This is an optimization exercise on Yosys and OpenROAD, whose aim is small area and a short achievable clock period, not a production implementation.
Only simulation tests tie the RTL to the original design; equivalence was not proved.
Power is estimated from default activity; no workload was simulated.

**flow/design.v**
```verilog
package spm_pkg;
  localparam int unsigned COUNT_BITS = 5;
  localparam int unsigned CFG_INDEX_BITS = 2;
  localparam int unsigned FIELD_BITS = 32;
  localparam int unsigned INDEX_BITS = 4;
  localparam logic [COUNT_BITS-1:0] ROW_COUNT_RESET = 5'd4;
  localparam logic [COUNT_BITS-1:0] COL_COUNT_RESET = 5'd4;
  localparam logic [CFG_INDEX_BITS-1:0] REG_ROW_COUNT = 2'd0;
  localparam logic [CFG_INDEX_BITS-1:0] REG_COL_COUNT = 2'd1;
  localparam logic CMD_LOAD = 1'b0;
  localparam logic CMD_EMIT = 1'b1;
  typedef enum logic [3:0] {
    HEAD_RIGHT = 4'b0001,
    HEAD_DOWN  = 4'b0010,
    HEAD_LEFT  = 4'b0100,
    HEAD_UP    = 4'b1000
  } heading_t;
  typedef struct packed {
    logic                         cmd;
    logic signed [FIELD_BITS-1:0] load_value;
  } req_item_t;
  typedef struct packed {
    logic signed [FIELD_BITS-1:0] element;
    logic [INDEX_BITS-1:0]        row_index;
    logic [INDEX_BITS-1:0]        col_index;
    logic                         last_of_spiral;
  } rsp_item_t;
  typedef struct packed {
    logic restart;
    logic step;
  } walk_ctrl_t;
endpackage
module spm_ram #(
  parameter int unsigned WIDTH = 32,
  parameter int unsigned DEPTH = 256
) (
  input  logic                     clk,
  input  logic                     we,
  input  logic [7:0]               waddr,
  input  logic [WIDTH-1:0]         wdata,
  input  logic [7:0]               raddr,
  output logic [WIDTH-1:0]         rdata
);
  localparam int unsigned NB = 16;   
  localparam int unsigned NS = 16;   
  logic [3:0] ph;
  logic [NS-1:0]             dl_v;
  logic [NS-1:0][7:0]        dl_a;
  logic [NS-1:0][WIDTH-1:0]  dl_d;
  logic [NB-1:0][NS-1:0][WIDTH-1:0] ring;
  always_ff @(posedge clk) begin
    ph <= ph + 4'd1;
  end
  always_ff @(posedge clk) begin
    dl_v <= {dl_v[NS-2:0], we};
    dl_a <= {dl_a[NS-2:0], waddr};
    dl_d <= {dl_d[NS-2:0], wdata};
  end
  logic [NS-1:0]    cz, cn, sz, sn;
  logic             any_z, any_n;
  logic [WIDTH-1:0] bus_z, bus_n;
  logic [3:0]       bank_n;
  always_comb begin
    logic seen_z, seen_n;
    for (int j = 0; j < NS; j++) begin
      cz[j] = dl_v[j] && dl_a[j][3:0] == ph && dl_a[j][7:4] == 4'd0;
      cn[j] = dl_v[j] && dl_a[j][3:0] == ph && dl_a[j][7:4] != 4'd0;
    end
    seen_z = 1'b0;
    seen_n = 1'b0;
    for (int j = 0; j < NS; j++) begin
      sz[j]  = cz[j] && !seen_z;
      sn[j]  = cn[j] && !seen_n;
      seen_z = seen_z || cz[j];
      seen_n = seen_n || cn[j];
    end
    any_z  = seen_z;
    any_n  = seen_n;
    bus_z  = '0;
    bus_n  = '0;
    bank_n = '0;
    for (int j = 0; j < NS; j++) begin
      bus_z  = bus_z | (dl_d[j] & {WIDTH{sz[j]}});
      bus_n  = bus_n | (dl_d[j] & {WIDTH{sn[j]}});
      bank_n = bank_n | (dl_a[j][7:4] & {4{sn[j]}});
    end
  end
  for (genvar b = 0; b < NB; b++) begin : g_bank
    logic             ins;
    logic [WIDTH-1:0] ins_d;
    if (b == 0) begin : g_z
      assign ins   = any_z;
      assign ins_d = bus_z;
    end else begin : g_n
      assign ins   = any_n && bank_n == 4'(b);
      assign ins_d = bus_n;
    end
    always_ff @(posedge clk) begin
      for (int p = 0; p < NS - 1; p++) begin
        ring[b][p] <= ring[b][p+1];
      end
      ring[b][NS-1] <= ins ? ins_d : ring[b][0];
    end
  end
  logic [3:0]       rpos;
  logic [15:0]      r_hi, r_lo;
  logic [NB*NS-1:0] rsel;
  logic [WIDTH-1:0] ring_rd, byp_d;
  logic [NS-1:0]    hit, hsel;
  logic             any_hit;
  assign rpos = raddr[3:0] - ph;
  always_comb begin
    logic seen;
    for (int i = 0; i < 16; i++) begin
      r_hi[i] = (raddr[7:4] == 4'(i));
      r_lo[i] = (rpos == 4'(i));
    end
    for (int i = 0; i < NB * NS; i++) begin
      rsel[i] = r_hi[i / NS] && r_lo[i % NS];
    end
    ring_rd = '0;
    for (int b = 0; b < NB; b++) begin
      for (int p = 0; p < NS; p++) begin
        ring_rd = ring_rd | (ring[b][p] & {WIDTH{rsel[b*NS+p]}});
      end
    end
    seen = 1'b0;
    for (int j = 0; j < NS; j++) begin
      hit[j]  = dl_v[j] && dl_a[j] == raddr;
      hsel[j] = hit[j] && !seen;
      seen    = seen || hit[j];
    end
    any_hit = seen;
    byp_d = '0;
    for (int j = 0; j < NS; j++) begin
      byp_d = byp_d | (dl_d[j] & {WIDTH{hsel[j]}});
    end
    rdata = any_hit ? byp_d : ring_rd;
  end
endmodule
module spm_walker (
  input  logic       clk,
  input  logic       rst,
  input  logic       restart,
  input  logic       step,
  input  logic [3:0] rows_m1_new,   
  input  logic [3:0] cols_m1_new,   
  input  logic [4:0] cols_cur,      
  output logic [3:0] row,
  output logic [3:0] col,
  output logic       last,
  output logic [7:0] addr
);
  localparam int unsigned HR = 0, HD = 1, HL = 2, HU = 3;
  logic [3:0] head;
  logic [3:0] seg_rem;           
  logic       seg_end;           
  logic       seg_one;           
  logic [3:0] h_len, v_len;      
  logic       h_zero, v_zero, h_one, v_one;
  logic [3:0] row_q, col_q;
  logic [7:0] addr_q;
  logic       horiz;             
  logic       next_zero, next_one;
  logic [3:0] next_len;
  logic [3:0] nhead;
  logic [7:0] cols8;
  assign horiz     = head[HR] || head[HL];
  assign next_len  = horiz ? v_len : h_len;
  assign next_zero = horiz ? v_zero : h_zero;
  assign next_one  = horiz ? v_one : h_one;
  assign last      = seg_end && next_zero;
  assign nhead     = seg_end ? {head[2:0], head[3]} : head;
  assign cols8     = 8'(cols_cur);
  always_ff @(posedge clk) begin
    if (rst || restart || (step && last)) begin
      head    <= 4'b0001;
      seg_rem <= cols_m1_new;
      seg_end <= cols_m1_new == 4'd0;
      seg_one <= cols_m1_new == 4'd1;
      h_len   <= cols_m1_new;
      h_zero  <= cols_m1_new == 4'd0;
      h_one   <= cols_m1_new == 4'd1;
      v_len   <= rows_m1_new;
      v_zero  <= rows_m1_new == 4'd0;
      v_one   <= rows_m1_new == 4'd1;
      row_q   <= '0;
      col_q   <= '0;
      addr_q  <= '0;
    end else if (step) begin
      head <= nhead;
      if (seg_end) begin
        seg_rem <= next_len - 4'd1;
        seg_end <= next_one;
        seg_one <= next_len == 4'd2;
        if (horiz) begin
          v_len  <= v_len - 4'd1;
          v_zero <= v_one;
          v_one  <= v_len == 4'd2;
        end else begin
          h_len  <= h_len - 4'd1;
          h_zero <= h_one;
          h_one  <= h_len == 4'd2;
        end
      end else begin
        seg_rem <= seg_rem - 4'd1;
        seg_end <= seg_one;
        seg_one <= seg_rem == 4'd2;
      end
      if (nhead[HR]) begin
        col_q  <= col_q + 4'd1;
        addr_q <= addr_q + 8'd1;
      end else if (nhead[HD]) begin
        row_q  <= row_q + 4'd1;
        addr_q <= addr_q + cols8;
      end else if (nhead[HL]) begin
        col_q  <= col_q - 4'd1;
        addr_q <= addr_q - 8'd1;
      end else begin
        row_q  <= row_q - 4'd1;
        addr_q <= addr_q - cols8;
      end
    end
  end
  assign row  = row_q;
  assign col  = col_q;
  assign addr = addr_q;
endmodule
module spiral_matrix_order #(
  parameter int unsigned MAX_ROWS  = 16,
  parameter int unsigned MAX_COLS  = 16,
  parameter int unsigned DATA_BITS = 32
) (
  input  logic                                clk,
  input  logic                                rst,
  input  logic                                req_valid,
  output logic                                req_stall,
  input  spm_pkg::req_item_t                  req,
  output logic                                rsp_valid,
  input  logic                                rsp_stall,
  output spm_pkg::rsp_item_t                  rsp,
  input  logic                                cfg_valid,
  output logic                                cfg_ready,
  input  logic [spm_pkg::CFG_INDEX_BITS-1:0]  cfg_index,
  input  logic [spm_pkg::COUNT_BITS-1:0]      cfg_data
);
  function automatic logic [3:0] clamp_m1(input logic [4:0] v);
    logic [3:0] res;
    if (v == 5'd0) begin
      res = 4'd0;
    end else if (v[4]) begin
      res = 4'd15;
    end else begin
      res = 4'(v - 5'd1);
    end
    clamp_m1 = res;
  endfunction
  logic [3:0] rows_m1, cols_m1, rows_m1_next, cols_m1_next;
  logic       cfg_row, cfg_col, cfg_hit;
  logic [3:0] ld_row, ld_col;
  logic [7:0] ld_addr;
  logic       req_fire, emit_fire, load_fire;
  logic [3:0] walk_row, walk_col;
  logic       walk_last;
  logic [7:0] walk_addr;
  logic [DATA_BITS-1:0] rd_data;
  logic       p_valid, p_advance, stall_pair;
  logic [7:0] p_addr;
  logic [3:0] p_row, p_col;
  logic       p_last;
  logic       p_valid_next, rsp_valid_next;
  assign cfg_ready = 1'b1;
  assign cfg_row   = cfg_valid && cfg_index == spm_pkg::REG_ROW_COUNT;
  assign cfg_col   = cfg_valid && cfg_index == spm_pkg::REG_COL_COUNT;
  assign cfg_hit   = cfg_row || cfg_col;
  always_comb begin
    rows_m1_next = rows_m1;
    cols_m1_next = cols_m1;
    if (rst) begin
      rows_m1_next = 4'(spm_pkg::ROW_COUNT_RESET - 1);
      cols_m1_next = 4'(spm_pkg::COL_COUNT_RESET - 1);
    end else if (cfg_row) begin
      rows_m1_next = clamp_m1(cfg_data);
    end else if (cfg_col) begin
      cols_m1_next = clamp_m1(cfg_data);
    end
  end
  always_ff @(posedge clk) begin
    rows_m1 <= rows_m1_next;
    cols_m1 <= cols_m1_next;
  end
  assign req_stall = stall_pair && rsp_stall;
  assign p_advance = p_valid && (!rsp_valid || !rsp_stall);
  assign req_fire  = req_valid && !req_stall;
  assign emit_fire = req_fire && req.cmd == spm_pkg::CMD_EMIT;
  assign load_fire = req_fire && req.cmd == spm_pkg::CMD_LOAD;
  always_ff @(posedge clk) begin
    if (rst || cfg_hit) begin
      ld_row  <= '0;
      ld_col  <= '0;
      ld_addr <= '0;
    end else if (load_fire) begin
      if (ld_col == cols_m1) begin
        ld_col <= '0;
        if (ld_row == rows_m1) begin
          ld_row  <= '0;
          ld_addr <= '0;
        end else begin
          ld_row  <= ld_row + 4'd1;
          ld_addr <= ld_addr + 8'd1;
        end
      end else begin
        ld_col  <= ld_col + 4'd1;
        ld_addr <= ld_addr + 8'd1;
      end
    end
  end
  spm_walker u_walker (
    .clk        (clk),
    .rst        (rst),
    .restart    (load_fire || cfg_hit),
    .step       (emit_fire),
    .rows_m1_new(rows_m1_next),
    .cols_m1_new(cols_m1_next),
    .cols_cur   (5'(cols_m1) + 5'd1),
    .row        (walk_row),
    .col        (walk_col),
    .last       (walk_last),
    .addr       (walk_addr)
  );
  spm_ram #(
    .WIDTH(DATA_BITS),
    .DEPTH(MAX_ROWS * MAX_COLS)
  ) u_store (
    .clk  (clk),
    .we   (load_fire),
    .waddr(ld_addr),
    .wdata(DATA_BITS'($unsigned(req.load_value))),
    .raddr(p_addr),
    .rdata(rd_data)
  );
  always_comb begin
    p_valid_next = p_valid;
    if (rst) begin
      p_valid_next = 1'b0;
    end else if (emit_fire) begin
      p_valid_next = 1'b1;
    end else if (p_advance) begin
      p_valid_next = 1'b0;
    end
    rsp_valid_next = rsp_valid;
    if (rst) begin
      rsp_valid_next = 1'b0;
    end else if (p_advance) begin
      rsp_valid_next = 1'b1;
    end else if (!rsp_stall) begin
      rsp_valid_next = 1'b0;
    end
  end
  always_ff @(posedge clk) begin
    p_valid    <= p_valid_next;
    rsp_valid  <= rsp_valid_next;
    stall_pair <= p_valid_next && rsp_valid_next;
  end
  always_ff @(posedge clk) begin
    if (emit_fire) begin
      p_addr <= walk_addr;
      p_row  <= walk_row;
      p_col  <= walk_col;
      p_last <= walk_last;
    end
  end
  always_ff @(posedge clk) begin
    if (p_advance) begin
      rsp.element        <= spm_pkg::FIELD_BITS'(rd_data);
      rsp.row_index      <= p_row;
      rsp.col_index      <= p_col;
      rsp.last_of_spiral <= p_last;
    end
  end
endmodule
```
**flow/run.sh**
```bash
#!/bin/bash
# synth_recipe.tcl (not shown) runs the flow's synth.tcl, then flattens the netlist and writes it again
# the make line also repeats each setting of config.mk as NAME=value (left out here)
make -C /OpenROAD-flow-scripts/flow DESIGN_CONFIG=/design/flow/config.mk WORK_HOME=/design/flow/orfs CLKGATE_MAP_FILE= SYNTH_SCRIPT=/design/flow/synth_recipe.tcl finish
```
**flow/config.mk**
```make
export PLATFORM = sky130hd
export DESIGN_NAME = spiral_matrix_order
export DESIGN_NICKNAME = spiral_matrix_order
export VERILOG_FILES = /design/flow/design.v
export SDC_FILE = /design/flow/constraint.sdc
export NUM_CORES = 4
export LEC_CHECK = 0
export CAP_MARGIN = 20
export CORE_MARGIN = 2
export CORE_UTILIZATION = 60
export SLEW_MARGIN = 20
export SYNTH_MEMORY_MAX_BITS = 16384
```
**flow/constraint.sdc**
```tcl
create_clock -name core_clock -period 8.0 [get_ports {clk}]
set_input_delay 1.6000 -clock core_clock [delete_from_list [all_inputs] [get_ports {clk}]]
set_output_delay 1.6000 -clock core_clock [all_outputs]
set_load 0.01 [all_outputs]
```
==> flow_summary.ini, run 1 <==
[cts]
cts-root-buf = clkbuf_16
numClockSinks = 8975
cts.repair.resized = 0
cts_setup_buffers = 0
clock_path_buffers = 4
cts-buffers-inserted = 808
ctsHtreeMaxLevel = 6
ctsHoldBuffers = 0

[logic_synthesis]
synth_compound_area_share_pct = 15.5
ys.flop_type = dfxtp_1
synthAdderAreaFrac_pct = 0.170
synth_area_um2 = 253000
synth.area.top_cells = dfxtp_1 70%, a22oi_1 7.7%, mux2_2 1.9%
syn_nets = 20000
synth_top_family_by_area = compound AO/OA/AOI/OAI gates
synthArstFlopShare_pct = 0
post-synth-top-area-cell = dfxtp_1
yosysMostFrequentCell = dfxtp_1
muxShareOfSynthArea_pct = 2.40
synth_xor_area_share_pct = 0.789
synth_edf_count = 76
postSynthCellCount = 19900
syn_area_per_cell_um2 = 12.7
yosysWarnings = 3
yosys.area_share.simple_pct = 7.80
ys_seq_area_share_pct = 71.3
synth_top_area_share_pct = 70.4
ys_ff_latch = 8975
synth_cell_types = 89
netlist_top_cells_count = 8,899 x dfxtp_1, 2,610 x a22oi_1, 1,061 x nand2_1

[status]
status = aborted with a tool error
first-error = [ERROR GRT-0116] Global routing finished with congestion. Check the congestion regions in the DRC Viewer.
haltStage = 5_1_grt

[die]
io_pins = 89
initial_core_util_pct = 60.2
row_count = 238
fp.dieW_um = 654
fp.dieH_um = 654

[placed_design]
portBuffers = 87
place_area_um2 = 269000
globalplace.congestion = 1.28
post-dp-hpwl_um = 1200000

[global_route]
grt_max_degree = 77
globalRouteTotalUtil_pct = 85.6
grt_pass1_vias = 225000
grt_pass1_wl_um = 2390000
globalRoute.totalOverflow = 2
[per-layer routing]
| layer | GRT overflow | global-route usage (%) |
|---|---|---|
| met5 | 0 | 70.7 |
| met4 | 1 | 81.6 |
| met3 | 0 | 79.5 |
| met2 | 1 | 92.8 |
| met1 | 0 | 86.4 |
[power groups by stage]
stage                     Clock (mW)  Combinational [mW]  Sequential, mW
after CTS                       40.3                1.87            46.7
after detailed placement           0                1.85            47.7
after global placement             0                1.82            47.7
after floorplan                    0               0.769            47.0
[kinds of logic after synthesis]
family / count (synthesis)
fa+ha+maj: 32
xor+xnor: 228
buf+inv: 1300
compound gates: 5082
mux: 522
simple gates: 3742
other cells: 1
flops: 8975
[worst min-delay path by stage]
stage	end	slack (ns)	cells after the start
after floorplan	u_store.ring[2195]	0.32	0
after global placement	u_store.ring[1826]	0.33	0
after detailed placement	u_store.ring[5421]	0.33	0
after CTS	u_store.ring[628]	0.30	0
[per-stage QoR]
stage          setup slack [ns]  hold slack, ns  utilization (%)  cells  power (mW)
2_1_floorplan              2.90           0.323                -  19900        47.8
3_3_place_gp               1.33           0.326             64.0  25400        49.5
3_5_place_dp               2.04           0.330             64.0  25400        49.5
4_1_cts                    2.01           0.301             70.7  26900        88.9
==> run 2: changes to the inputs <==
--- a/flow/design.v
+++ b/flow/design.v
@@ -39,16 +39,18 @@
   input  logic [7:0]               waddr,
   input  logic [WIDTH-1:0]         wdata,
-  input  logic [7:0]               raddr,
+  input  logic                     rload,
+  input  logic [7:0]               raddr_new,
   output logic [WIDTH-1:0]         rdata
 );
   localparam int unsigned NB = 16;   
   localparam int unsigned NS = 16;   
-  logic [3:0] ph;
+  logic [3:0] ph, ph1;
   logic [NS-1:0]             dl_v;
   logic [NS-1:0][7:0]        dl_a;
   logic [NS-1:0][WIDTH-1:0]  dl_d;
   logic [NB-1:0][NS-1:0][WIDTH-1:0] ring;
+  assign ph1 = ph + 4'd1;
   always_ff @(posedge clk) begin
-    ph <= ph + 4'd1;
+    ph <= ph1;
   end
   always_ff @(posedge clk) begin
@@ -57,41 +59,52 @@
     dl_d <= {dl_d[NS-2:0], wdata};
   end
-  logic [NS-1:0]    cz, cn, sz, sn;
-  logic             any_z, any_n;
-  logic [WIDTH-1:0] bus_z, bus_n;
-  logic [3:0]       bank_n;
+  logic [NS-1:0]  nv;
+  logic [NS-1:0][7:0] na;
+  logic [NS-1:0]  cz, cn, sz_d, sn_d, sz, sn;
+  logic [NB-1:0]  ins_d_en, ins_en;
+  logic           any_z;
   always_comb begin
     logic seen_z, seen_n;
+    nv = {dl_v[NS-2:0], we};
+    na = {dl_a[NS-2:0], waddr};
     for (int j = 0; j < NS; j++) begin
-      cz[j] = dl_v[j] && dl_a[j][3:0] == ph && dl_a[j][7:4] == 4'd0;
-      cn[j] = dl_v[j] && dl_a[j][3:0] == ph && dl_a[j][7:4] != 4'd0;
+      cz[j] = nv[j] && na[j][3:0] == ph1 && na[j][7:4] == 4'd0;
+      cn[j] = nv[j] && na[j][3:0] == ph1 && na[j][7:4] != 4'd0;
     end
     seen_z = 1'b0;
     seen_n = 1'b0;
     for (int j = 0; j < NS; j++) begin
-      sz[j]  = cz[j] && !seen_z;
-      sn[j]  = cn[j] && !seen_n;
-      seen_z = seen_z || cz[j];
-      seen_n = seen_n || cn[j];
-    end
-    any_z  = seen_z;
-    any_n  = seen_n;
-    bus_z  = '0;
-    bus_n  = '0;
-    bank_n = '0;
+      sz_d[j] = cz[j] && !seen_z;
+      sn_d[j] = cn[j] && !seen_n;
+      seen_z  = seen_z || cz[j];
+      seen_n  = seen_n || cn[j];
+    end
+    ins_d_en[0] = seen_z;
+    for (int b = 1; b < NB; b++) begin
+      ins_d_en[b] = 1'b0;
+      for (int j = 0; j < NS; j++) begin
+        ins_d_en[b] = ins_d_en[b] || (sn_d[j] && na[j][7:4] == 4'(b));
+      end
+    end
+  end
+  always_ff @(posedge clk) begin
+    sz     <= sz_d;
+    sn     <= sn_d;
+    ins_en <= ins_d_en;
+  end
+  logic [WIDTH-1:0] bus_z, bus_n;
+  always_comb begin
+    bus_z = '0;
+    bus_n = '0;
     for (int j = 0; j < NS; j++) begin
-      bus_z  = bus_z | (dl_d[j] & {WIDTH{sz[j]}});
-      bus_n  = bus_n | (dl_d[j] & {WIDTH{sn[j]}});
-      bank_n = bank_n | (dl_a[j][7:4] & {4{sn[j]}});
+      bus_z = bus_z | (dl_d[j] & {WIDTH{sz[j]}});
+      bus_n = bus_n | (dl_d[j] & {WIDTH{sn[j]}});
     end
   end
   for (genvar b = 0; b < NB; b++) begin : g_bank
-    logic             ins;
     logic [WIDTH-1:0] ins_d;
     if (b == 0) begin : g_z
-      assign ins   = any_z;
       assign ins_d = bus_z;
     end else begin : g_n
-      assign ins   = any_n && bank_n == 4'(b);
       assign ins_d = bus_n;
     end
@@ -100,32 +113,42 @@
         ring[b][p] <= ring[b][p+1];
       end
-      ring[b][NS-1] <= ins ? ins_d : ring[b][0];
+      ring[b][NS-1] <= ins_en[b] ? ins_d : ring[b][0];
     end
   end
-  logic [3:0]       rpos;
-  logic [15:0]      r_hi, r_lo;
-  logic [NB*NS-1:0] rsel;
+  logic [7:0]       r_addr;
+  logic [NB-1:0]    r_bank;    
+  logic [NS-1:0]    r_pos;     
+  logic [3:0]       pos_new;
+  assign pos_new = raddr_new[3:0] - ph1;
+  always_ff @(posedge clk) begin
+    if (rload) begin
+      r_addr <= raddr_new;
+      for (int i = 0; i < 16; i++) begin
+        r_bank[i] <= raddr_new[7:4] == 4'(i);
+        r_pos[i]  <= pos_new == 4'(i);
+      end
+    end else begin
+      r_pos <= {r_pos[0], r_pos[NS-1:1]};
+    end
+  end
+  logic [NB-1:0][WIDTH-1:0] bank_rd;
   logic [WIDTH-1:0] ring_rd, byp_d;
   logic [NS-1:0]    hit, hsel;
   logic             any_hit;
-  assign rpos = raddr[3:0] - ph;
   always_comb begin
     logic seen;
-    for (int i = 0; i < 16; i++) begin
-      r_hi[i] = (raddr[7:4] == 4'(i));
-      r_lo[i] = (rpos == 4'(i));
-    end
-    for (int i = 0; i < NB * NS; i++) begin
-      rsel[i] = r_hi[i / NS] && r_lo[i % NS];
-    end
-    ring_rd = '0;
     for (int b = 0; b < NB; b++) begin
+      bank_rd[b] = '0;
       for (int p = 0; p < NS; p++) begin
-        ring_rd = ring_rd | (ring[b][p] & {WIDTH{rsel[b*NS+p]}});
+        bank_rd[b] = bank_rd[b] | (ring[b][p] & {WIDTH{r_pos[p]}});
       end
     end
+    ring_rd = '0;
+    for (int b = 0; b < NB; b++) begin
+      ring_rd = ring_rd | (bank_rd[b] & {WIDTH{r_bank[b]}});
+    end
     seen = 1'b0;
     for (int j = 0; j < NS; j++) begin
-      hit[j]  = dl_v[j] && dl_a[j] == raddr;
+      hit[j]  = dl_v[j] && dl_a[j] == r_addr;
       hsel[j] = hit[j] && !seen;
       seen    = seen || hit[j];
@@ -266,5 +289,4 @@
   logic [DATA_BITS-1:0] rd_data;
   logic       p_valid, p_advance, stall_pair;
-  logic [7:0] p_addr;
   logic [3:0] p_row, p_col;
   logic       p_last;
@@ -337,5 +359,6 @@
     .waddr(ld_addr),
     .wdata(DATA_BITS'($unsigned(req.load_value))),
-    .raddr(p_addr),
+    .rload(emit_fire),
+    .raddr_new(walk_addr),
     .rdata(rd_data)
   );
@@ -365,5 +388,4 @@
   always_ff @(posedge clk) begin
     if (emit_fire) begin
-      p_addr <= walk_addr;
       p_row  <= walk_row;
       p_col  <= walk_col;
--- a/flow/config.mk
+++ b/flow/config.mk
@@ -6,7 +6,9 @@
 export NUM_CORES = 4
 export LEC_CHECK = 0
+export ABC_CLOCK_PERIOD_IN_PS = 3500
 export CAP_MARGIN = 20
 export CORE_MARGIN = 2
-export CORE_UTILIZATION = 60
+export CORE_UTILIZATION = 45
+export SETUP_SLACK_MARGIN = 4.2
 export SLEW_MARGIN = 20
 export SYNTH_MEMORY_MAX_BITS = 16384
==> flow_summary.ini, run 2 <==
[die]
initial_core_util_pct = 45.2
fp.dieW_um = 750
core_um2 = 553000
row_count = 273
fp.dieH_um = 750
dieArea_um2 = 562000
io_pins = 89

[placed_design]
place_area_um2 = 259000
dp_slack_ns = 2.30
portBuffers = 87
post-dp-hpwl_um = 434000
globalplace.congestion = 0.932

[drt]
drt_pass1_iterations = 15
wl_met2_um = 349000
highest_layer = met5
drt_wl_total_um = 811000
vias = 169000
drc = 0
routedWlPerCell_um = 29.6
postRouteAntennaNets = 0
met3_length_um = 79200
viasPerCell = 6.16
wl_met1_um = 351000
drt-initial-drc-count = 19000

[cells_and_area]
final_util_pct = 52.1
reg.largest.list = u_store.ring: 8192 flops, u_store.dl_d: 512 flops, u_store.dl_a: 128 flops
top_register = u_store.ring
final_nets = 19500
finalInstanceArea_um2 = 289000
final_common_cell = dfxtp_1
layout_common_cells = 8,896 x dfxtp_1, 2,146 x a22oi_1, 1,348 x a221oi_1
area_growth_pct = 15.3
largest_reg_flops = 8192
final_layout_size_suffix_gt1_share_pct = 9.95

[cts]
tritoncts = yes
cts-buffers-inserted = 816
cts-root-buf = clkbuf_16
ctsHoldBuffers = 0
clk_latency_ns = 1.18
ctsHtreeMaxLevel = 6
clk_pin_slew_ns = 0.07
numClockSinks = 9055
clock_path_buffers = 4

[logic_synthesis]
synth_cell_types = 92
postSynthCellCount = 19400
netlist_top_cells_count = 8,963 x dfxtp_1, 2,147 x a22oi_1, 1,349 x a221oi_1
syn_nets = 19500
synth_edf_count = 92
post-synth-top-area-cell = dfxtp_1
ys_seq_area_share_pct = 72.8
ys.flop_type = dfxtp_1
ys_ff_latch = 9055
synth_area_um2 = 250000
synth_top_area_share_pct = 71.7
yosysWarnings = 3
yosysMostFrequentCell = dfxtp_1
synthArstFlopShare_pct = 0
synth.area.top_cells = dfxtp_1 72%, a22oi_1 6.4%, a221oi_1 4.7%
syn_area_per_cell_um2 = 12.9

[power_and_ir_drop]
p_leak_nw = 108
peakVddDrop_v = 0.000211
powerDensity_nw_per_um2 = 307

[setup_path]
cp_max_fo = 40
worstPathRequired_ns = 8.87
criticalPathCategory = flip-flop to flip-flop
cp.arrival_ns = 4.75
critPathLaunchType = flip-flop
end_kind = flip-flop

[sta]
period_share_pct = 48.5
rsz0062_at_grt = true
setup_violations = 0
finalHoldViolCount = 0
fin_ws_ns = 4.12
slew_headroom_pct = 21.2
min_period_ns = 3.88
fmax_ghz = 0.258
skew_ns = 0.102
finalSetupTns_ns = 0
tightest_slew_ns = 1.18
slew_viol_final = 0

[status]
status = no timing/DRC/antenna violations

[global_route]
grt_pass1_vias = 168000
globalRouteTotalUtil_pct = 27.4
grt_max_degree = 101
antenna_found_initial = 73
globalRoute.totalOverflow = 0
grt_pass1_wl_um = 1160000

[job]
maxCapViolCount = 0

[min_path]
worstHoldPathType = flip-flop to flip-flop
## run 2: worst max-delay path: stages (launching register included)
cell and delay, ns:
dfxtp_4 0.52, buf_4 0.43, buf_4 0.44, a22o_1 0.28, a221oi_1 0.24, nand3_1 0.10
o21ai_0 0.28, nand4_1 0.20, nor4_1 0.84, a22oi_1 0.22
## run 2: logic make-up after synthesis
family | after synthesis | synth area share [%]
buffers and inverters | 1385 | 2.11
multiplexers | 12 | 0.0500
flip-flops | 9055 | 72.8
adder cells (fa/ha/maj) | 32 | 0.172
AND/OR/NAND/NOR | 2628 | 5.30
XOR/XNOR | 241 | 0.960
AO/OA/AOI/OAI | 6046 | 18.6
other | 1 | 0.00150
## run 2: timing repair
action / 4_1_cts / 5_1_grt
endpoints found under the setup margin: 88 / 59
resized for setup: 142 / 48
pin swaps: 20 / 14
cloned: 4 / 2
buffers inserted: 27 / 34
## run 2: power by group
group | switching [mW] | total (mW) | internal, mW
sequential | 0.382 | 45.7 | 45.4
clock | 17.3 | 40.3 | 23.0
combinational | 2.18 | 2.57 | 0.388
## run 2: stage by stage
step	total power, mW	hold WS, ns	cells
3_3_place_gp	49.2	0.332	25800
6_report	88.6	0.301	27400
2_1_floorplan	47.6	0.326	19400
4_1_cts	88.9	0.298	27300
5_1_grt	90.8	0.312	27400
3_5_place_dp	49.2	0.336	25800
## run 2: worst paths after layout
path,from,to,slack [ns],cells past startpoint
setup reg to reg,u_store.r_pos[4],rsp[26],4.12,9
hold / removal,u_store.ring[1113],u_store.ring[1081],0.30,0
hold reg to reg,u_store.ring[1113],u_store.ring[1081],0.30,0
setup / recovery,u_store.r_pos[4],rsp[26],4.12,9
## run 2: final cells by class
cell class,count,area (µm²)
diodes,40,100
clock buffers,1203,24200
clock inverters,305,3860
fillers,46900,265000
inverters,34,130
multi-input cells,8961,63500
flip-flops and latches,9055,182000
well taps,7287,9120
repair buffers,517,5280
## run 2: routing by layer
metal,global-route usage (%),vias up
met5,0.0850,-
met4,10.2,24
met3,6.57,1809
met2,41.3,8710
met1,38.3,84800
li1,-,73300
==> run 3: changes to the inputs <==
--- a/flow/design.v
+++ b/flow/design.v
@@ -45,12 +45,12 @@
   localparam int unsigned NB = 16;   
   localparam int unsigned NS = 16;   
-  logic [3:0] ph, ph1;
+  logic [3:0] ph, ph1;   
   logic [NS-1:0]             dl_v;
   logic [NS-1:0][7:0]        dl_a;
   logic [NS-1:0][WIDTH-1:0]  dl_d;
   logic [NB-1:0][NS-1:0][WIDTH-1:0] ring;
-  assign ph1 = ph + 4'd1;
   always_ff @(posedge clk) begin
-    ph <= ph1;
+    ph1 <= ph1 + 4'd1;
+    ph  <= ph1;
   end
   always_ff @(posedge clk) begin
@@ -65,5 +65,5 @@
   logic           any_z;
   always_comb begin
-    logic seen_z, seen_n;
+    logic seen_z;
     nv = {dl_v[NS-2:0], we};
     na = {dl_a[NS-2:0], waddr};
@@ -73,16 +73,14 @@
     end
     seen_z = 1'b0;
-    seen_n = 1'b0;
     for (int j = 0; j < NS; j++) begin
       sz_d[j] = cz[j] && !seen_z;
-      sn_d[j] = cn[j] && !seen_n;
       seen_z  = seen_z || cz[j];
-      seen_n  = seen_n || cn[j];
     end
+    sn_d = cn;
     ins_d_en[0] = seen_z;
     for (int b = 1; b < NB; b++) begin
       ins_d_en[b] = 1'b0;
       for (int j = 0; j < NS; j++) begin
-        ins_d_en[b] = ins_d_en[b] || (sn_d[j] && na[j][7:4] == 4'(b));
+        ins_d_en[b] = ins_d_en[b] || (cn[j] && na[j][7:4] == 4'(b));
       end
     end
--- a/flow/config.mk
+++ b/flow/config.mk
@@ -10,5 +10,8 @@
 export CORE_MARGIN = 2
 export CORE_UTILIZATION = 45
-export SETUP_SLACK_MARGIN = 4.2
+export CTS_BUF_LIST = sky130_fd_sc_hd__clkbuf_16
+export CTS_CLUSTER_DIAMETER = 70
+export CTS_CLUSTER_SIZE = 30
+export SETUP_SLACK_MARGIN = 4.3
 export SLEW_MARGIN = 20
 export SYNTH_MEMORY_MAX_BITS = 16384
==> flow_summary.ini, run 3 <==
[sta]
slew_viol_final = 0
finalSetupTns_ns = 0
skew_ns = 0.0781
slew_headroom_pct = 23.9
rsz0062_at_grt = true
min_period_ns = 3.88
tightest_slew_ns = 1.13
finalHoldViolCount = 0
period_share_pct = 48.5
setup_violations = 0
fmax_ghz = 0.258

[cts]
clock_path_buffers = 4
ctsHtreeMaxLevel = 5
numClockSinks = 9055
cts-root-buf = clkbuf_16
clk_pin_slew_ns = 0.10
cts-buffers-inserted = 417
clk_latency_ns = 1.09
tritoncts = yes

[power_and_ir_drop]
powerDensity_nw_per_um2 = 293
peakVddDrop_v = 0.000201
finalPower_mw = 80.7
p_leak_nw = 104
power.internal_mw = 60.4
seq_power_share_pct = 61.4
power_frac_clock_pct = 32.9
switchingPower_mw = 20.3
combPwrFrac_pct = 5.7
sw_frac_of_total_pct = 25.1

[logic_synthesis]
ys_ff_latch = 9055
synth_top_area_share_pct = 71.8
synth_compound_area_share_pct = 18.5
synth.area.top_cells = dfxtp_1 72%, a22oi_1 7.1%, a221oi_1 4.2%
ys_seq_area_share_pct = 73.0
muxShareOfSynthArea_pct = 0.0451
synthArstFlopShare_pct = 0
synth_xor_area_share_pct = 0.842
synth_edf_count = 92
syn_area_per_cell_um2 = 12.9
ys.flop_type = dfxtp_1
yosysWarnings = 3
post-synth-top-area-cell = dfxtp_1
synth_cell_types = 88
syn_nets = 19500
synth_top_family_by_area = compound AO/OA/AOI/OAI gates
postSynthCellCount = 19400
synthAdderAreaFrac_pct = 0.172
netlist_top_cells_count = 8,963 x dfxtp_1, 2,369 x a22oi_1, 1,201 x a221oi_1
synth_area_um2 = 250000
yosysMostFrequentCell = dfxtp_1
yosys.area_share.simple_pct = 5.29

[die]
row_count = 273
dieArea_um2 = 561000
fp.dieH_um = 749
core_um2 = 553000
initial_core_util_pct = 45.2
io_pins = 89
fp.dieW_um = 749

[drt]
postRouteAntennaNets = 0
drt_wl_total_um = 826000
viasPerCell = 6.25
vias = 167000
drt-initial-drc-count = 21400
drt_pass1_iterations = 10
drc = 0
routedWlPerCell_um = 30.9

[cells_and_area]
top_register = u_store.ring
final_layout_size_suffix_gt1_share_pct = 7.61
final-seq-area_um2 = 182000
reg.largest.list = u_store.ring: 8192 flops, u_store.dl_d: 512 flops, u_store.dl_a: 128 flops
layout_common_cells = 8,896 x dfxtp_1, 2,365 x a22oi_1, 1,198 x a221oi_1
finalInstanceArea_um2 = 276000
final_util_pct = 49.9
final_nets = 19200
n_fill_cell = 47900
final_common_cell = dfxtp_1
largest_reg_flops = 8192
area_growth_pct = 10.4
multi_input_area_um2 = 62700

[setup_path]
cp.arrival_ns = 4.64
cp_max_fo = 64
criticalPathCategory = flip-flop to flip-flop
critPathLaunchType = flip-flop
worstPathRequired_ns = 8.76
end_kind = flip-flop

[placed_design]
globalplace.congestion = 0.953
portBuffers = 87
post-dp-hpwl_um = 451000
place_area_um2 = 259000

[job]
maxCapViolCount = 0

[status]
status = no timing/DRC/antenna violations

[global_route]
globalRouteTotalUtil_pct = 28.0
grt_pass1_wl_um = 1170000
grt_max_degree = 94
grt_pass1_vias = 163000
antenna_found_initial = 64
globalRoute.totalOverflow = 0

[min_path]
worstHoldPathType = flip-flop to flip-flop
[run 3: cell types whose count changed after synthesis, sizes merged, moves of 53 or more]
cell,change
a22oi,+222
nand3,+127
nand2,-90
a22o,-119
o22ai,+53
a221oi,-148
[run 3: cell type report]
type                       count  area share [%]
timing repair buffer         627            2.48
multi-input combinational   8958            22.8
sequential                  9055            66.2
clock buffer                 420            3.81
tap                         7287            3.31
clock inverter               301            1.37
inverter                      45          0.0627
antenna                       43          0.0390
[run 3: per-stage QoR]
step	setup slack, ns	std cells	hold slack (ns)
2_1_floorplan	4.32	19400	0.326
3_3_place_gp	2.49	25800	0.332
3_5_place_dp	2.69	25800	0.335
4_1_cts	4.23	26700	0.311
5_1_grt	4.14	26700	0.311
6_report	4.12	26700	0.299
[run 3: what timing repair did]
item / CTS / global route
setup endpoints to repair: 68 / 43
setup buffers: 89 / 33
pin swaps: 28 / 32
resized for setup: 220 / 87
hold buffers: 0 / 0
gates cloned: 15 / 8
[run 3: path summary, 6_finish.rpt]
kind | start | slack, ns | endpoint | cells past startpoint
hold / removal | u_store.ring[4942] | 0.30 | u_store.ring[4910] | 0
setup / recovery | u_store.r_pos[0] | 4.12 | rsp[13] | 9
hold reg to reg | u_store.ring[4942] | 0.30 | u_store.ring[4910] | 0
setup reg to reg | u_store.r_pos[0] | 4.12 | rsp[13] | 9
[run 3: worst max-delay path, stage by stage (launching register included)]
cell and delay [ns]:
dfxtp_4 0.42, buf_12 0.25, a22o_1 0.29, a221oi_2 0.24, nand4_1 0.42, a22o_1 0.40
a221oi_1 0.28, nand4_1 0.22, nor4_4 0.86, a41oi_2 0.07
[run 3: power by group through the flow]
stage	Combinational (mW)	Clock (mW)	Sequential, mW
final	4.59	26.6	49.5
after CTS	4.44	26.8	49.5
after global routing	4.78	28.5	49.8
after global placement	4.23	0	50.5
after detailed placement	4.23	0	50.5
after floorplan	2.40	0	49.9
[run 3: logic make-up (layout without fill, tap and decap cells)]
logic type | count (synthesis) | count (layout)
xor+xnor | 240 | 240
flops | 9055 | 9055
other cells | 1 | 44
mux | 11 | 11
compound gates | 6070 | 6070
fa+ha+maj | 32 | 32
simple gates | 2602 | 2604
buf+inv | 1386 | 1393
[run 3: per-layer routing]
metal	up-vias	track usage (%)	wire length (µm)
li1	72300	-	-
met1	84100	39.1	355000
met2	8821	42.1	353000
met3	1784	6.47	81000
met4	24	10.9	36700
met5	-	0	180
==> run 4: changes to the inputs <==
--- a/flow/config.mk
+++ b/flow/config.mk
@@ -13,5 +13,5 @@
 export CTS_CLUSTER_DIAMETER = 70
 export CTS_CLUSTER_SIZE = 30
-export SETUP_SLACK_MARGIN = 4.3
+export SETUP_SLACK_MARGIN = 4.6
 export SLEW_MARGIN = 20
 export SYNTH_MEMORY_MAX_BITS = 16384
==> flow_summary.ini, run 4 <==
[status]
status = finished with violations
violations = antenna rules

[drt]
viasPerCell = 6.28
drt-initial-drc-count = 22700
drc = 0
drt_pass1_iterations = 10
routedWlPerCell_um = 31.4
postRouteAntennaNets = 1
vias = 169000
drt_wl_total_um = 846000

[logic_synthesis]
netlist_top_cells_count = 8,963 x dfxtp_1, 2,369 x a22oi_1, 1,201 x a221oi_1
syn_nets = 19500
synthArstFlopShare_pct = 0
post-synth-top-area-cell = dfxtp_1
muxShareOfSynthArea_pct = 0.0451
synth_edf_count = 92
synthAdderAreaFrac_pct = 0.172
ys_seq_area_share_pct = 73.0
yosysMostFrequentCell = dfxtp_1
ys.flop_type = dfxtp_1
synth_area_um2 = 250000
yosys.area_share.simple_pct = 5.29
yosysWarnings = 3
synth_top_area_share_pct = 71.8
synth.area.top_cells = dfxtp_1 72%, a22oi_1 7.1%, a221oi_1 4.2%
ys_ff_latch = 9055
synth_top_family_by_area = compound AO/OA/AOI/OAI gates
syn_area_per_cell_um2 = 12.9
postSynthCellCount = 19400
synth_xor_area_share_pct = 0.842
synth_cell_types = 88
synth_compound_area_share_pct = 18.5

[die]
fp.dieH_um = 749
fp.dieW_um = 749
initial_core_util_pct = 45.2
io_pins = 89
dieArea_um2 = 561000
row_count = 273
core_um2 = 553000

[setup_path]
criticalPathCategory = flip-flop to output pin
cp_slowest_cell = edfxtp_1
end_kind = output pin
cp_num_buf_inv = 1
worstPathRequired_ns = 6.40
cp_slowest_stage_delay_ns = 0.73
critPathLaunchType = flip-flop
crit_chain = buf_2
cp_max_fo = 2
cp.arrival_ns = 2.07
crit_family = flip-flops

[power_and_ir_drop]
sw_frac_of_total_pct = 25.4
power_frac_clock_pct = 33.7
power.internal_mw = 61.3
peakVddDrop_v = 0.000202
powerDensity_nw_per_um2 = 293
p_leak_nw = 106
finalPower_mw = 82.2
switchingPower_mw = 20.9
combPwrFrac_pct = 6.0
seq_power_share_pct = 60.3

[placed_design]
globalplace.congestion = 0.984
place_area_um2 = 259000
portBuffers = 87
post-dp-hpwl_um = 451000
dp_cells = 25800

[cells_and_area]
finalInstanceArea_um2 = 280000
layout_common_cells = 8,898 x dfxtp_1, 2,340 x a22oi_1, 1,187 x a22o_1
area_growth_pct = 12.2
final_layout_size_suffix_gt1_share_pct = 9.04
reg.largest.list = u_store.ring: 8192 flops, u_store.dl_d: 512 flops, u_store.dl_a: 128 flops
final_common_cell = dfxtp_1
top_register = u_store.ring
final_nets = 19300
final_util_pct = 50.7
layout.cells.non_filler = 26900
n_fill_cell = 47300
largest_reg_flops = 8192

[global_route]
globalRoute.totalOverflow = 0
grt_pass1_vias = 164000
grt_pass1_wl_um = 1180000
globalRouteTotalUtil_pct = 28.3
grt_max_degree = 101
antenna_found_initial = 68

[cts]
clk_latency_ns = 1.09
clock_path_buffers = 4
ctsHoldBuffers = 0
ctsHtreeMaxLevel = 5
cts-buffers-inserted = 433
clk_pin_slew_ns = 0.12
cts-root-buf = clkbuf_16
tritoncts = yes
numClockSinks = 9055

[sta]
rsz0062_at_grt = true
period_share_pct = 45.8
fmax_ghz = 0.273
skew_ns = 0.0858
slew_viol_final = 0
finalSetupTns_ns = 0
slew_headroom_pct = 23.0
min_period_ns = 3.67
finalHoldViolCount = 0
setup_violations = 0
tightest_slew_ns = 1.15

[min_path]
worstHoldPathType = flip-flop to flip-flop

[job]
maxCapViolCount = 0
## run 4: layout make-up
class                           instances  area (µm²)  area share [%]
Inverter                               45         175          0.0625
Antenna cell                           50         125          0.0447
Clock inverter                        354        4360            1.56
Sequential cell                      9055      182000            65.1
Tap cell                             7287        9120            3.25
Multi-Input combinational cell       8958       63400            22.6
Timing Repair Buffer                  741        9560            3.41
Clock buffer                          440       11000            3.93
## run 4: worst paths after layout
kind,start,end,slack [ns],depth (start not counted)
hold / removal,u_store.ring[3109],u_store.ring[3077],0.32,0
setup / recovery,rsp[36],rsp[36],4.33,1
setup reg to reg,u_store.r_addr[7],rsp[27],4.35,12
hold reg to reg,u_store.ring[3109],u_store.ring[3077],0.32,0
## run 4: metal layers
metal	GRT usage, %	share of wire, %	vias to the layer above	wire (µm)
met5	0.408	0.061	-	519
met4	11.2	4.7	28	40000
met3	5.96	10	1924	86800
met2	42.6	43	9622	361000
met1	39.6	42	84900	358000
li1	-	-	72600	-
## run 4: what timing repair did
item | 4_1_cts | 5_1_grt
cloned | 28 | 37
setup endpoints to repair | 80 | 71
pin swaps | 59 | 98
resized for setup | 421 | 251
buffers inserted | 149 | 71
## run 4: logic make-up (layout without fill, tap and decap cells)
| logic type | after synthesis | after routing |
|---|---|---|
| flip-flops | 9055 | 9055 |
| XOR/XNOR | 240 | 240 |
| other | 1 | 51 |
| AO/OA/AOI/OAI | 6070 | 6070 |
| AND/OR/NAND/NOR | 2602 | 2604 |
| adder cells (fa/ha/maj) | 32 | 32 |
| buffers and inverters | 1386 | 1580 |
| multiplexers | 11 | 11 |
## run 4: through the flow
stage          setup WS [ns]  hold slack (ns)
2_1_floorplan           4.38            0.326
5_1_grt                 4.34            0.328
4_1_cts                 4.32            0.323
6_report                4.33            0.321
3_3_place_gp            2.96            0.332
3_5_place_dp            2.79            0.335
## run 4: power groups by stage
| stage | Sequential (mW) | Clock (mW) | Combinational (mW) |
|---|---|---|---|
| after floorplan | 49.9 | 0 | 2.40 |
| after global placement | 50.5 | 0 | 4.30 |
| after detailed placement | 50.5 | 0 | 4.29 |
| after CTS | 49.5 | 27.9 | 4.65 |
| after global routing | 49.8 | 29.6 | 5.13 |
| final | 49.6 | 27.7 | 4.94 |
==> run 5: changes to the inputs <==
--- a/flow/design.v
+++ b/flow/design.v
@@ -43,7 +43,7 @@
   output logic [WIDTH-1:0]         rdata
 );
-  localparam int unsigned NB = 16;   
-  localparam int unsigned NS = 16;   
-  logic [3:0] ph, ph1;   
+  localparam int unsigned NB = 32;   
+  localparam int unsigned NS = 8;    
+  logic [2:0] ph, ph1;   
   logic [NS-1:0]             dl_v;
   logic [NS-1:0][7:0]        dl_a;
@@ -51,5 +51,5 @@
   logic [NB-1:0][NS-1:0][WIDTH-1:0] ring;
   always_ff @(posedge clk) begin
-    ph1 <= ph1 + 4'd1;
+    ph1 <= ph1 + 3'd1;
     ph  <= ph1;
   end
@@ -69,6 +69,6 @@
     na = {dl_a[NS-2:0], waddr};
     for (int j = 0; j < NS; j++) begin
-      cz[j] = nv[j] && na[j][3:0] == ph1 && na[j][7:4] == 4'd0;
-      cn[j] = nv[j] && na[j][3:0] == ph1 && na[j][7:4] != 4'd0;
+      cz[j] = nv[j] && na[j][2:0] == ph1 && na[j][7:3] == 5'd0;
+      cn[j] = nv[j] && na[j][2:0] == ph1 && na[j][7:3] != 5'd0;
     end
     seen_z = 1'b0;
@@ -82,5 +82,5 @@
       ins_d_en[b] = 1'b0;
       for (int j = 0; j < NS; j++) begin
-        ins_d_en[b] = ins_d_en[b] || (cn[j] && na[j][7:4] == 4'(b));
+        ins_d_en[b] = ins_d_en[b] || (cn[j] && na[j][7:3] == 5'(b));
       end
     end
@@ -117,12 +117,14 @@
   logic [NB-1:0]    r_bank;    
   logic [NS-1:0]    r_pos;     
-  logic [3:0]       pos_new;
-  assign pos_new = raddr_new[3:0] - ph1;
+  logic [2:0]       pos_new;
+  assign pos_new = raddr_new[2:0] - ph1;
   always_ff @(posedge clk) begin
     if (rload) begin
       r_addr <= raddr_new;
-      for (int i = 0; i < 16; i++) begin
-        r_bank[i] <= raddr_new[7:4] == 4'(i);
-        r_pos[i]  <= pos_new == 4'(i);
+      for (int i = 0; i < NB; i++) begin
+        r_bank[i] <= raddr_new[7:3] == 5'(i);
+      end
+      for (int i = 0; i < NS; i++) begin
+        r_pos[i]  <= pos_new == 3'(i);
       end
     end else begin
--- a/flow/config.mk
+++ b/flow/config.mk
@@ -13,5 +13,5 @@
 export CTS_CLUSTER_DIAMETER = 70
 export CTS_CLUSTER_SIZE = 30
-export SETUP_SLACK_MARGIN = 4.6
+export SETUP_SLACK_MARGIN = 4.5
 export SLEW_MARGIN = 20
 export SYNTH_MEMORY_MAX_BITS = 16384
==> flow_summary.ini, run 5 <==
[setup_path]
worstPathRequired_ns = 8.82
crit_family = simple AND/OR/NAND/NOR gates
criticalPathCategory = flip-flop to flip-flop
cp_slowest_cell = nor4_4
cp_max_fo = 99
end_kind = flip-flop
cp.arrival_ns = 4.72
critPathLaunchType = flip-flop
cp_slowest_stage_delay_ns = 0.87
rrSetupSlack_ns = 4.11
cp_num_buf_inv = 2
crit_chain = buf_12 -> buf_12 -> a22oi_2 -> nand4_1 -> a22oi_1 -> nand4_1 -> nor4_4 -> nand2_2 -> o31a_1

[logic_synthesis]
yosysMostFrequentCell = dfxtp_1
ys_ff_latch = 8734
syn_area_per_cell_um2 = 12.4
netlist_top_cells_count = 8,626 x dfxtp_1, 4,749 x a22oi_1, 1,354 x clkbuf_1
post-synth-top-area-cell = dfxtp_1
synth_area_um2 = 243000
yosysWarnings = 3
synth_top_area_share_pct = 71.1
synthArstFlopShare_pct = 0
ys.flop_type = dfxtp_1
syn_nets = 19700
postSynthCellCount = 19600
synth_edf_count = 108
ys_seq_area_share_pct = 72.4
synth_cell_types = 79
synth.area.top_cells = dfxtp_1 71%, a22oi_1 15%, nand4_1 3.0%

[placed_design]
post-dp-hpwl_um = 420000
globalplace.congestion = 0.940
portBuffers = 87

[sta]
tightest_slew_ns = 1.19
min_period_ns = 3.89
slew_viol_final = 0
skew_ns = 0.0825
fmax_ghz = 0.257
holdWs_ns = 0.306
finalSetupTns_ns = 0
period_share_pct = 48.7
finalHoldViolCount = 0
setup_violations = 0
slew_headroom_pct = 20.4
rsz0062_at_grt = true

[cells_and_area]
area_growth_pct = 9.54
top_register = u_store.ring
layout_common_cells = 8,585 x dfxtp_1, 4,700 x a22oi_1, 1,199 x nor2_1
largest_reg_flops = 8192
final_nets = 19100
n_fill_cell = 47000
final-seq-area_um2 = 176000
multi_input_area_um2 = 61700
reg.largest.list = u_store.ring: 8192 flops, u_store.dl_d: 256 flops, u_store.dl_a: 64 flops
final_common_cell = dfxtp_1
final_layout_size_suffix_gt1_share_pct = 6.34

[cts]
tritoncts = yes
clock_path_buffers = 4
cts-root-buf = clkbuf_16
numClockSinks = 8734
ctsHtreeMaxLevel = 5
cts-buffers-inserted = 378
clk_pin_slew_ns = 0.11
clk_latency_ns = 1.07

[drt]
vias = 163000
postRouteAntennaNets = 0
viasPerCell = 6.16
routedWlPerCell_um = 29.8
drt_wl_total_um = 790000
drt_pass1_iterations = 14
drc = 0
drt-initial-drc-count = 22100

[die]
core_um2 = 537000
io_pins = 89
initial_core_util_pct = 45.2
fp.dieW_um = 739
row_count = 269
dieArea_um2 = 546000
fp.dieH_um = 739

[power_and_ir_drop]
p_leak_nw = 97.8
powerDensity_nw_per_um2 = 277
peakVddDrop_v = 0.000191

[global_route]
grt_max_degree = 136
grt_pass1_vias = 156000
globalRoute.totalOverflow = 0
globalRouteTotalUtil_pct = 27.4
grt_pass1_wl_um = 1120000
antenna_found_initial = 61

[min_path]
worstHoldPathType = flip-flop to flip-flop

[status]
status = no timing/DRC/antenna violations

[job]
maxCapViolCount = 0
## run 5: changes by cell type in the layout (fill, tap and decap cells not counted), moves of 293 or more
cell,previous run,this run
nand4_1,597,1177
nor2_1,741,1199
a22oi_1,2340,4700
nand3_1,640,52
dfxtp_1,8898,8585
o21ai_0,345,52
a21oi_1,585,1083
a221oi_1,1158,82
a22o_1,1187,120
## run 5: cell families (layout without fill, tap and decap cells)
family	count (synthesis)	after routing	share of synthesized area (%)
DFF	8734	8734	72.4
adders and majority gates	30	30	0.167
AOI/OAI and AO/OA	6303	6303	18.4
buffers and inverters	1545	1160	2.42
and+or+nand+nor	2863	2863	6.02
xor gates and xnor gates	129	129	0.465
muxes	12	12	0.0505
other	1	61	0.00154
## run 5: final timing paths
| check | from | endpoint | cells past startpoint |
|---|---|---|---|
| max reg2reg | u_store.r_pos[5] | rsp[26] | 9 |
| max | u_store.r_pos[5] | rsp[26] | 9 |
| min reg2reg | u_store.ring[3929] | u_store.ring[3897] | 0 |
| min | u_store.ring[3929] | u_store.ring[3897] | 0 |
## run 5: power breakdown
group | leakage, nW | internal (mW) | switching, mW
Combinational | 19.6 | 1.72 | 3.64
Clock | 5.93 | 9.59 | 14.4
Sequential | 72.3 | 44.0 | 0.336
Total | 97.8 | 55.3 | 18.4
## run 5: final cells by class
cell class / instances / area share [%]
Inverter: 34 / 0.0480
Clock buffer: 381 / 3.58
Sequential cell: 8734 / 66.2
Multi-Input combinational cell: 9338 / 23.2
Tap cell: 7181 / 3.38
Timing Repair Buffer: 542 / 2.58
Clock inverter: 203 / 0.959
Antenna cell: 60 / 0.0564
## run 5: what timing repair did
action,CTS,global route
gates resized for setup,227,67
pin swaps,29,30
endpoints found under the hold margin,0,0
gates cloned,27,13
hold buffers,0,0
setup buffers,57,27
setup endpoints to repair,77,27
## run 5: per-layer routing
metal | up-vias | track usage [%] | part of all wire, % | wire length [µm]
met2 | 8061 | 42.3 | 44 | 346000
met1 | 82000 | 38.3 | 43 | 340000
met4 | 22 | 10.7 | 4.3 | 34100
met5 | - | 0.0524 | 0.023 | 182
met3 | 1398 | 4.71 | 8.8 | 69800
li1 | 71600 | - | - | -
## run 5: stage by stage
stage          total power [mW]  cells  setup WS [ns]  util [%]  instance area (µm²)
6_report                   73.6  26500           4.11      49.5               266000
3_5_place_dp               50.1  25700           3.47      46.7               251000
5_1_grt                    75.7  26500           4.28      49.5               266000
2_1_floorplan              47.9  19600           4.56         -               243000
4_1_cts                    73.7  26400           4.31      49.3               265000
3_3_place_gp               50.1  25700           2.98      46.7               251000
==> run 6: changes to the inputs <==
--- a/flow/config.mk
+++ b/flow/config.mk
@@ -9,8 +9,9 @@
 export CAP_MARGIN = 20
 export CORE_MARGIN = 2
-export CORE_UTILIZATION = 45
+export CORE_UTILIZATION = 55
 export CTS_BUF_LIST = sky130_fd_sc_hd__clkbuf_16
 export CTS_CLUSTER_DIAMETER = 70
 export CTS_CLUSTER_SIZE = 30
+export PLACE_DENSITY = 0.7
 export SETUP_SLACK_MARGIN = 4.5
 export SLEW_MARGIN = 20
==> flow_summary.ini, run 6 <==
[logic_synthesis]
synth_top_area_share_pct = 71.1
ys_ff_latch = 8734
synth.area.top_cells = dfxtp_1 71%, a22oi_1 15%, nand4_1 3.0%
syn_area_per_cell_um2 = 12.4
synth_area_um2 = 243000
post-synth-top-area-cell = dfxtp_1
synth_edf_count = 108
synthArstFlopShare_pct = 0
yosysWarnings = 3
ys.flop_type = dfxtp_1
synth_cell_types = 79
postSynthCellCount = 19600
yosysMostFrequentCell = dfxtp_1
netlist_top_cells_count = 8,626 x dfxtp_1, 4,749 x a22oi_1, 1,354 x clkbuf_1
ys_seq_area_share_pct = 72.4
syn_nets = 19700

[placed_design]
post-dp-hpwl_um = 404000
portBuffers = 87
dp_cells = 24400
globalplace.congestion = 0.986
place_area_um2 = 249000

[cells_and_area]
area_growth_pct = 7.42
top_register = u_store.ring
n_fill_cell = 34900
layout.cells.non_filler = 25000
final_layout_size_suffix_gt1_share_pct = 5.15
largest_reg_flops = 8192
reg.largest.list = u_store.ring: 8192 flops, u_store.dl_d: 256 flops, u_store.dl_a: 64 flops
final_common_cell = dfxtp_1
finalInstanceArea_um2 = 261000
final_nets = 19000
layout_common_cells = 8,585 x dfxtp_1, 4,725 x a22oi_1, 1,199 x nor2_1

[drt]
drc = 0
drt_pass1_iterations = 9
drt_wl_total_um = 754000
postRouteAntennaNets = 0
routedWlPerCell_um = 30.2
viasPerCell = 6.57
vias = 164000
drt-initial-drc-count = 23200

[cts]
ctsHtreeMaxLevel = 5
cts-buffers-inserted = 347
clk_pin_slew_ns = 0.11
tritoncts = yes
cts-root-buf = clkbuf_16
ctsHoldBuffers = 0
numClockSinks = 8734
clk_latency_ns = 1.04
clock_path_buffers = 4

[setup_path]
rrSetupSlack_ns = 4.38
cp.arrival_ns = 2.05
end_kind = output pin
cp_max_fo = 1
criticalPathCategory = flip-flop to output pin
r2r-end = rsp[15]
r2r_cells = 9
crit_chain = buf_2
crit_family = flip-flops
cp_num_buf_inv = 1
startpoint = rsp[25]
worstPathRequired_ns = 6.40
r2r-start = u_store.r_pos[0]
cp_slowest_stage_delay_ns = 0.78
critPathLaunchType = flip-flop
cp_slowest_cell = edfxtp_1

[sta]
rsz0062_at_grt = true
min_period_ns = 3.65
finalSetupTns_ns = 0
tightest_slew_ns = 1.23
setup_violations = 0
slew_viol_final = 0
holdWs_ns = 0.322
finalHoldViolCount = 0
skew_ns = 0.0583
period_share_pct = 45.6
fmax_ghz = 0.274
slew_headroom_pct = 17.7

[job]
maxCapViolCount = 0

[power_and_ir_drop]
powerDensity_nw_per_um2 = 273
peakVddDrop_v = 0.000208
finalPower_mw = 71.2
p_leak_nw = 96.2

[min_path]
hold_depth = 0
worstHoldPathType = flip-flop to flip-flop
holdPathEnd = u_store.ring[5142]
worstHoldStart = u_store.ring[5174]

[global_route]
grt_pass1_wl_um = 1080000
antenna_found_initial = 44
globalRoute.totalOverflow = 0
globalRouteTotalUtil_pct = 32.4
grt_pass1_vias = 158000
grt_max_degree = 122

[die]
core_um2 = 441000
io_pins = 89
row_count = 244
fp.dieH_um = 668
initial_core_util_pct = 55.1
fp.dieW_um = 668
dieArea_um2 = 447000

[status]
status = no timing/DRC/antenna violations
-- run 6: changes by cell type in the layout (fill, tap and decap cells not counted), moves of 16 or more --
| cell | delta |
|---|---|
| diode_2 | -23 |
| inv_6 | -18 |
| a22oi_2 | -25 |
| inv_8 | -34 |
| buf_16 | -18 |
| clkbuf_16 | -33 |
| buf_4 | -42 |
| bufbuf_16 | -16 |
| a22oi_1 | +25 |
-- run 6: per-stage QoR --
stage / setup slack, ns / util [%]
2_1_floorplan: 4.56 / -
3_3_place_gp: 3.42 / 56.5
3_5_place_dp: 3.47 / 56.5
4_1_cts: 4.28 / 59.1
5_1_grt: 4.35 / 59.2
6_report: 4.35 / 59.2
-- run 6: timing repair --
action,in CTS,in global routing
setup buffers,34,8
endpoints found under the setup margin,79,47
hold endpoints to repair,0,0
gates resized for setup,173,65
pin swaps,22,17
gates cloned,11,5
-- run 6: cells by family after synthesis --
family,Yosys count,synth area share [%]
and+or+nand+nor,2863,6.02
muxes,12,0.0505
AOI/OAI and AO/OA,6303,18.4
other,1,0.00154
xor gates and xnor gates,129,0.465
DFF,8734,72.4
adders and majority gates,30,0.167
buffers and inverters,1545,2.42
-- run 6: worst max path at each step --
stage / to / cells past startpoint
final: rsp[25] / 1
after global routing: rsp[25] / 1
after CTS: req_stall / 3
after floorplan: p_col[0] / 4
after detailed placement: u_walker.row_q[3] / 8
after global placement: u_walker.row_q[3] / 8
-- run 6: metal layers --
layer | GRT usage (%) | vias to the layer above | share of wire (%)
met5 | 0 | - | 0.028
met4 | 16.2 | 28 | 5.5
met3 | 6.94 | 1788 | 11
met2 | 48.9 | 9595 | 43
met1 | 44.2 | 81600 | 41
li1 | - | 71200 | -
-- run 6: area by class of cell --
type | instances | area (µm²) | area share (%)
inverters | 34 | 133 | 0.0508
repair buffers | 461 | 5360 | 2.06
multi-input cells | 9339 | 61600 | 23.6
diodes | 37 | 92.6 | 0.0355
well taps | 5904 | 7390 | 2.83
clock buffers | 356 | 8910 | 3.42
clock inverters | 115 | 1290 | 0.496
flip-flops and latches | 8734 | 176000 | 67.5
-- run 6: where the power goes --
| group | internal [mW] | total, mW | switching (mW) |
|---|---|---|---|
| logic | 1.60 | 5.02 | 3.43 |
| registers | 44.0 | 44.3 | 0.330 |
| clock network | 8.50 | 21.9 | 13.4 |
| total | 54.0 | 71.2 | 17.1 |
==> run 7: changes to the inputs <==
--- a/flow/design.v
+++ b/flow/design.v
@@ -132,5 +132,5 @@
     end
   end
-  logic [NB-1:0][WIDTH-1:0] bank_rd;
+  logic [NS-1:0][WIDTH-1:0] pos_rd;
   logic [WIDTH-1:0] ring_rd, byp_d;
   logic [NS-1:0]    hit, hsel;
@@ -138,13 +138,13 @@
   always_comb begin
     logic seen;
-    for (int b = 0; b < NB; b++) begin
-      bank_rd[b] = '0;
-      for (int p = 0; p < NS; p++) begin
-        bank_rd[b] = bank_rd[b] | (ring[b][p] & {WIDTH{r_pos[p]}});
+    for (int p = 0; p < NS; p++) begin
+      pos_rd[p] = '0;
+      for (int b = 0; b < NB; b++) begin
+        pos_rd[p] = pos_rd[p] | (ring[b][p] & {WIDTH{r_bank[b]}});
       end
     end
     ring_rd = '0;
-    for (int b = 0; b < NB; b++) begin
-      ring_rd = ring_rd | (bank_rd[b] & {WIDTH{r_bank[b]}});
+    for (int p = 0; p < NS; p++) begin
+      ring_rd = ring_rd | (pos_rd[p] & {WIDTH{r_pos[p]}});
     end
     seen = 1'b0;
--- a/flow/config.mk
+++ b/flow/config.mk
@@ -14,5 +14,5 @@
 export CTS_CLUSTER_SIZE = 30
 export PLACE_DENSITY = 0.7
-export SETUP_SLACK_MARGIN = 4.5
+export SETUP_SLACK_MARGIN = 4.6
 export SLEW_MARGIN = 20
 export SYNTH_MEMORY_MAX_BITS = 16384
==> flow_summary.ini, run 7 <==
[status]
status = no timing/DRC/antenna violations

[logic_synthesis]
synth.area.top_cells = dfxtp_1 72%, a22oi_1 11%, a21oi_1 2.2%
yosysMostFrequentCell = dfxtp_1
synth_cell_types = 71
post-synth-top-area-cell = dfxtp_1
yosysWarnings = 3
synth_area_um2 = 241000
syn_area_per_cell_um2 = 12.5
syn_nets = 19300
ys.flop_type = dfxtp_1
netlist_top_cells_count = 8,626 x dfxtp_1, 3,623 x a22oi_1, 1,229 x nor2_1
ys_seq_area_share_pct = 73.1
synth_top_area_share_pct = 71.7
synth_edf_count = 108
synthArstFlopShare_pct = 0
ys_ff_latch = 8734
postSynthCellCount = 19200

[sta]
min_period_ns = 3.69
fmax_ghz = 0.271
period_share_pct = 46.2
holdWs_ns = 0.312
rsz0062_at_grt = true
fin_ws_ns = 4.31
finalSetupTns_ns = 0
finalHoldViolCount = 0
tightest_slew_ns = 1.30
skew_ns = 0.0709
slew_viol_final = 0
slew_headroom_pct = 13.3
setup_violations = 0

[placed_design]
dp_cells = 23900
globalplace.congestion = 1.01
portBuffers = 87
dp_slack_ns = 3.40
post-dp-hpwl_um = 605000
place_area_um2 = 247000

[setup_path]
cp_slowest_stage_delay_ns = 0.76
criticalPathCategory = flip-flop to output pin
crit_family = flip-flops
r2r_cells = 8
worstPathRequired_ns = 6.40
rrSetupSlack_ns = 4.34
cp.arrival_ns = 2.09
r2r-start = u_store.r_bank[8]
r2r-end = rsp[12]
end_kind = output pin
cp_slowest_cell = edfxtp_1
cp_max_fo = 1
startpoint = rsp[34]
critPathLaunchType = flip-flop
crit_chain = buf_2
cp_num_cells = 1
cp_num_buf_inv = 1
cp-endpoint = rsp[34]

[cells_and_area]
final_util_pct = 60.9
final_layout_size_suffix_gt1_share_pct = 7.75
top_register = u_store.ring
final_common_cell = dfxtp_1
finalInstanceArea_um2 = 265000
reg.largest.list = u_store.ring: 8192 flops, u_store.dl_d: 256 flops, u_store.dl_a: 64 flops
area_growth_pct = 10.0
final_nets = 18900
largest_reg_flops = 8192
layout.cells.non_filler = 24800
layout_common_cells = 8,558 x dfxtp_1, 3,604 x a22oi_1, 1,226 x nor2_1

[drt]
drc = 0
routedWlPerCell_um = 39.2
drt-initial-drc-count = 35500
drt_pass1_iterations = 10
vias = 178000
postRouteAntennaNets = 0
viasPerCell = 7.18
drt_wl_total_um = 973000

[global_route]
use_met1_pct = 53.5
grt.met2_usage_pct = 57.1
grt_pass1_wl_um = 1280000
met3_usage_pct = 15.2
globalRoute.totalOverflow = 0
grt_pass1_vias = 166000
globalRouteTotalUtil_pct = 40.9
antenna_found_initial = 84
top_usage_layer = met2
grt_max_degree = 89

[power_and_ir_drop]
p_leak_nw = 101
power_frac_clock_pct = 33.9
powerDensity_nw_per_um2 = 274
seq_power_share_pct = 61.8
combPwrFrac_pct = 4.3
finalPower_mw = 72.6
sw_frac_of_total_pct = 24.2
power.internal_mw = 55.1
switchingPower_mw = 17.5
peakVddDrop_v = 0.000243

[cts]
cts-root-buf = clkbuf_16
clk_latency_ns = 1.08
numClockSinks = 8734
ctsHtreeMaxLevel = 5
cts-buffers-inserted = 388
tritoncts = yes
clk_pin_slew_ns = 0.11
clock_path_buffers = 4

[die]
core_um2 = 435000
io_pins = 89
initial_core_util_pct = 55.3
fp.dieH_um = 666
dieArea_um2 = 443000
fp.dieW_um = 666
row_count = 242

[job]
maxCapViolCount = 0

[min_path]
worstHoldPathType = flip-flop to flip-flop
==> run 7: cell types whose count changed after synthesis, moves of 30 or more <==
cell,before,now
nand4_1,1177,856
a221oi_1,82,403
nor3_2,0,32
a22oi_1,4749,3623
buf_1,125,262
o41ai_1,0,248
nand3_1,53,315
a22o_1,120,369
clkbuf_1,1354,1140
nor2_1,1199,1229
==> run 7: cell type report <==
cell class	instances	area (µm²)
Multi-Input combinational cell	8979	60600
Antenna cell	90	225
Fill cell	33600	170000
Clock inverter	236	2980
Inverter	39	151
Timing Repair Buffer	634	7710
Tap cell	5734	7170
Sequential cell	8734	176000
Clock buffer	394	9860
==> run 7: logic make-up (layout without fill, tap and decap cells) <==
family / count (synthesis) / after routing / share of synthesized area [%]
flip-flops: 8734 / 8734 / 73.1
AO/OA/AOI/OAI: 6021 / 6021 / 18.1
AND/OR/NAND/NOR: 2787 / 2787 / 5.75
buffers and inverters: 1468 / 1303 / 2.33
XOR/XNOR: 129 / 129 / 0.469
adder cells (fa/ha/maj): 30 / 30 / 0.168
multiplexers: 11 / 11 / 0.0468
other: 1 / 91 / 0.00156
==> run 7: worst min path at each step <==
stage | slack, ns | endpoint | depth (start not counted) | startpoint
global placement | 0.33 | u_store.ring[4117] | 0 | u_store.ring[4149]
CTS | 0.31 | u_store.ring[4694] | 0 | u_store.ring[4726]
finish | 0.31 | u_store.ring[3860] | 0 | u_store.ring[3892]
floorplan | 0.33 | u_store.dl_a[11] | 0 | u_store.dl_a[3]
detailed placement | 0.34 | u_store.ring[4032] | 0 | u_store.ring[4064]
global route | 0.32 | u_store.ring[5077] | 0 | u_store.ring[5109]
==> run 7: timing repair <==
| action | CTS | global route |
|---|---|---|
| hold buffers | 0 | 0 |
| gates cloned | 7 | 41 |
| setup endpoints to repair | 79 | 81 |
| hold endpoints to repair | 0 | 0 |
| pin swaps | 27 | 65 |
| resized for setup | 320 | 273 |
| setup buffers | 47 | 94 |
==> run 7: routing by layer <==
metal,routed length [µm],up-vias,share of wire [%]
met2,390000,17400,40
met4,74700,54,7.7
li1,-,70400,-
met1,350000,86500,36
met5,473,-,0.049
met3,158000,4072,16
==> run 7: power by group through the flow <==
| stage | combinational, mW | clock [mW] | sequential, mW |
|---|---|---|---|
| finish | 3.10 | 24.6 | 44.9 |
| global route | 3.08 | 26.0 | 44.9 |
| CTS | 2.71 | 24.4 | 44.9 |
| detailed placement | 2.60 | 0 | 45.9 |
| global placement | 2.59 | 0 | 45.9 |
| floorplan | 1.39 | 0 | 45.4 |

Re-timed with assumed drivers on the ports (clkbuf_16 on the clock, buf_2 on other inputs), run 7 has 4.183 ns of setup slack against 4.308 ns with ideal ports, and 3.687 ns once port delays also move by the mid clock arrival of 1.167 ns.
